From an optimization exercise on the open Yosys and OpenROAD flow, aimed at a short achievable clock period and few clock cycles; shortcuts taken in it are not production practice. The RTL was checked by simulation tests, not by an equivalence proof against the original design. Power figures rest on the tool's default switching activity, not on a simulated workload.

==> flow/design.v <==
module exec_ctrl #(
  parameter int INST_CAP   = 20,
  parameter int DATA_LEN   = 8,
  parameter int DMEM_DEPTH = 256,
  parameter int TIMEOUT    = 15
) (
  input  logic                clk,
  input  logic                rstn,
  input  logic                IS_ready,
  input  logic [3:0]          control_bus,
  input  logic [DATA_LEN-1:0] data,
  output logic                en,
  output logic [$clog2(INST_CAP):0] pc,
  output logic [DATA_LEN-1:0] acc,
  output logic                zf,
  output logic                cf,
  output logic                halted,
  output logic                err
);
  localparam int PC_W  = $clog2(INST_CAP) + 1;
  localparam int CNT_W = $clog2(TIMEOUT + 1);
  localparam int NGRP  = DMEM_DEPTH / 16;
  localparam logic [3:0] OP_NOP = 4'h0, OP_LDI = 4'h1, OP_LD = 4'h2, OP_ST = 4'h3,
                         OP_ADD = 4'h4, OP_SUB = 4'h5, OP_AND = 4'h6, OP_OR = 4'h7,
                         OP_HALT = 4'h8, OP_JMP = 4'h9, OP_JZ = 4'hA, OP_JC = 4'hB,
                         OP_ADDI = 4'hC, OP_NOT = 4'hD;
  logic                  start_q;    
  logic                  en_q;       
  logic                  wait_q;     
  logic                  slow_q;     
  logic                  st_q;       
  logic [CNT_W-1:0]      cnt_q;
  logic [PC_W-1:0]       pc_q;
  logic [DATA_LEN-1:0]   acc_q;
  logic                  zf_q, cf_q, halted_q, err_q;
  logic [2:0]                     op_q;      
  logic [15:0]                    lsel_q, hsel_q;
  logic [NGRP-1:0][DATA_LEN-1:0]  grp_q;
  logic [DMEM_DEPTH-1:0][DATA_LEN-1:0] dmem;
  assign en     = en_q;
  assign pc     = pc_q;
  assign acc    = acc_q;
  assign zf     = zf_q;
  assign cf     = cf_q;
  assign halted = halted_q;
  assign err    = err_q;
  logic                      ans;
  logic [PC_W-1:0]           pc_inc, tgt;
  logic                      tgt_ok, take, is_mem, stop, stop_err, tmo;
  logic [15:0]               lo_sel, hi_sel;
  logic [NGRP-1:0][DATA_LEN-1:0] grp_d;
  logic [DATA_LEN:0]         addi;
  logic [DATA_LEN-1:0]       negacc;
  assign ans    = wait_q & IS_ready;
  assign pc_inc = (pc_q == PC_W'(INST_CAP - 1)) ? '0 : pc_q + PC_W'(1);
  assign tgt    = PC_W'(data);
  assign tgt_ok = (tgt < PC_W'(INST_CAP));
  assign take   = (control_bus == OP_JMP) | ((control_bus == OP_JZ) & zf_q) |
                  ((control_bus == OP_JC) & cf_q);
  assign is_mem = (control_bus == OP_LD) | (control_bus == OP_ADD) | (control_bus == OP_SUB) |
                  (control_bus == OP_AND) | (control_bus == OP_OR);
  assign stop_err = (control_bus == 4'hE) | (control_bus == 4'hF) | (take & !tgt_ok);
  assign stop   = (control_bus == OP_HALT) | stop_err;
  assign tmo    = wait_q & !IS_ready & (cnt_q == CNT_W'(TIMEOUT - 1));
  assign negacc = -acc_q;
  assign addi   = {1'b0, acc_q} + {1'b0, data};
  always_comb
    for (int k = 0; k < 16; k++) begin
      lo_sel[k] = (data[3:0] == 4'(k));
      hi_sel[k] = (data[7:4] == 4'(k));
    end
  always_comb
    for (int g = 0; g < NGRP; g++) begin
      grp_d[g] = '0;
      for (int k = 0; k < 16; k++)
        grp_d[g] = grp_d[g] | (dmem[16*g + k] & {DATA_LEN{lo_sel[k]}});
    end
  logic [DATA_LEN-1:0] m, s_acc;
  logic [DATA_LEN:0]   sum;
  logic                s_zf, s_cf;
  always_comb begin
    m = '0;
    for (int g = 0; g < NGRP; g++) m = m | (grp_q[g] & {DATA_LEN{hsel_q[g]}});
  end
  assign sum = (op_q == OP_SUB[2:0]) ? ({1'b0, acc_q} - {1'b0, m}) : ({1'b0, acc_q} + {1'b0, m});
  always_comb begin
    s_acc = m;
    s_zf  = (m == '0);
    s_cf  = 1'b0;
    case (op_q)
      OP_ADD[2:0]: begin s_acc = sum[DATA_LEN-1:0]; s_zf = (m == negacc); s_cf = sum[DATA_LEN]; end
      OP_SUB[2:0]: begin s_acc = sum[DATA_LEN-1:0]; s_zf = (m == acc_q);  s_cf = sum[DATA_LEN]; end
      OP_AND[2:0]: begin s_acc = acc_q & m;         s_zf = ((acc_q & m) == '0); end
      OP_OR[2:0]:  begin s_acc = acc_q | m;         s_zf = ((acc_q | m) == '0); end
      default: ;
    endcase
  end
  always_ff @(posedge clk or negedge rstn) begin
    if (!rstn) begin
      start_q  <= 1'b1;
      en_q     <= 1'b0;
      wait_q   <= 1'b0;
      slow_q   <= 1'b0;
      st_q     <= 1'b0;
      cnt_q    <= '0;
      pc_q     <= '0;
      acc_q    <= '0;
      zf_q     <= 1'b0;
      cf_q     <= 1'b0;
      halted_q <= 1'b0;
      err_q    <= 1'b0;
    end else begin
      start_q <= 1'b0;
      en_q    <= start_q | slow_q | (ans & !is_mem & !stop);
      slow_q  <= ans & is_mem;
      st_q    <= ans & (control_bus == OP_ST);
      if (en_q)        wait_q <= 1'b1;
      else if (ans)    wait_q <= 1'b0;
      else if (tmo)    wait_q <= 1'b0;
      if (en_q)        cnt_q  <= '0;
      else if (wait_q) cnt_q  <= cnt_q + CNT_W'(1);
      if (tmo) begin
        halted_q <= 1'b1;
        err_q    <= 1'b1;
      end
      if (ans) begin
        if (stop) begin
          halted_q <= 1'b1;
          err_q    <= stop_err;
        end else if (take) begin
          pc_q <= tgt;
        end else begin
          pc_q <= pc_inc;
        end
        case (control_bus)
          OP_LDI:  begin acc_q <= data;               zf_q <= (data == '0);   cf_q <= 1'b0; end
          OP_ADDI: begin acc_q <= addi[DATA_LEN-1:0]; zf_q <= (data == negacc); cf_q <= addi[DATA_LEN]; end
          OP_NOT:  begin acc_q <= ~acc_q;             zf_q <= (acc_q == '1);  cf_q <= 1'b0; end
          default: ;
        endcase
      end
      if (slow_q) begin
        acc_q <= s_acc;
        zf_q  <= s_zf;
        cf_q  <= s_cf;
      end
    end
  end
  always_ff @(posedge clk) begin
    op_q   <= control_bus[2:0];
    lsel_q <= lo_sel;
    hsel_q <= hi_sel;
    grp_q  <= grp_d;
  end
  always_ff @(posedge clk) begin
    for (int i = 0; i < DMEM_DEPTH; i++)
      if (st_q & lsel_q[i % 16] & hsel_q[i / 16]) dmem[i] <= acc_q;
  end
endmodule
==> flow/config.mk <==
export PLATFORM = sky130hd
export DESIGN_NAME = exec_ctrl
export DESIGN_NICKNAME = exec_ctrl
export VERILOG_FILES = /design/flow/design.v
export SDC_FILE = /design/flow/constraint.sdc
export NUM_CORES = 4
export LEC_CHECK = 0
export CAP_MARGIN = 20
export CORE_MARGIN = 2
export CORE_UTILIZATION = 35
export PLACE_DENSITY = 0.5
export SLEW_MARGIN = 20
==> flow/constraint.sdc <==
create_clock -name core_clock -period 10.0 [get_ports {clk}]
set_input_delay 2.0000 -clock core_clock [delete_from_list [all_inputs] [get_ports {clk}]]
set_output_delay 2.0000 -clock core_clock [all_outputs]
set_load 0.01 [all_outputs]
standard.sh (not shown) runs the stock make flow with config.mk's settings and CLKGATE_MAP_FILE= SYNTH_SCRIPT=/design/flow/synth_recipe.tcl, a recipe that flattens the netlist after the stock synthesis.
==> flow/flow/run.sh <==
#!/bin/bash
set -e
SETUP_SLACK_MARGIN=6.5 bash standard.sh cts > standard_cts.log 2>&1
SETUP_SLACK_MARGIN=5 bash standard.sh finish > standard_finish.log 2>&1
The starting point passed the timing, DRC and antenna checks.
Testbench counts at the start, summed over its fixed seeds: cycles 45,835.
==> next run, changes <==
==> flow/run.sh (new file) <==
#!/bin/bash
# synth_recipe.tcl (not shown) runs the flow's synth.tcl, then flattens the netlist and writes it again
# the make line also repeats each setting of config.mk as NAME=value (left out here)
make -C /OpenROAD-flow-scripts/flow DESIGN_CONFIG=/design/flow/config.mk WORK_HOME=/design/flow/orfs CLKGATE_MAP_FILE= SYNTH_SCRIPT=/design/flow/synth_recipe.tcl finish
Settings changed: CORE_UTILIZATION 35 to 40, PLACE_DENSITY 0.5 to default, SETUP_SLACK_MARGIN from default to 5.
removed: flow/flow/run.sh
removed: flow/standard.sh
=> Count of clock-buffer cells in the layout drops by 24; global-route usage stays flat; non-clock buffer count fell by 59; setup slack is worse by 1.1 ns; total power came out lower by 0.84%; wire length decreases by 12%.

[static timing again, ports no longer ideal]
Ports are ideal in the flow. The routed layouts listed here were re-timed in OpenROAD. Step 1 sets driving cells, clkbuf_16 on the clock port and buf_2 on the other inputs (assumed; they add their load-dependent delay and slew). Step 2 also shifts input and output timing later by t, the mid clock arrival at the registers, as if the neighbouring blocks saw the same clock. Three values: no drivers, after step 1, after step 2; two values: the first two.
run | t (ns) | setup slack, ns | hold WS [ns] | slew at the worst register clock pin (ns) | pins driven straight from the clock port
the first run | 0.958 | 6.193 / 6.099 / 5.459 | 0.448 / 0.448 / 0.448 | 0.07 / 0.07 | 1
the second run | 0.956 | 5.088 / 5.151 / 4.195 | 0.456 / 0.456 / 0.456 | 0.07 / 0.07 | 1
After both steps every run listed still meets setup and hold. The setup slack of the second run, which loses most, moves by +0.063 ns with the drivers and by -0.893 ns with both steps.
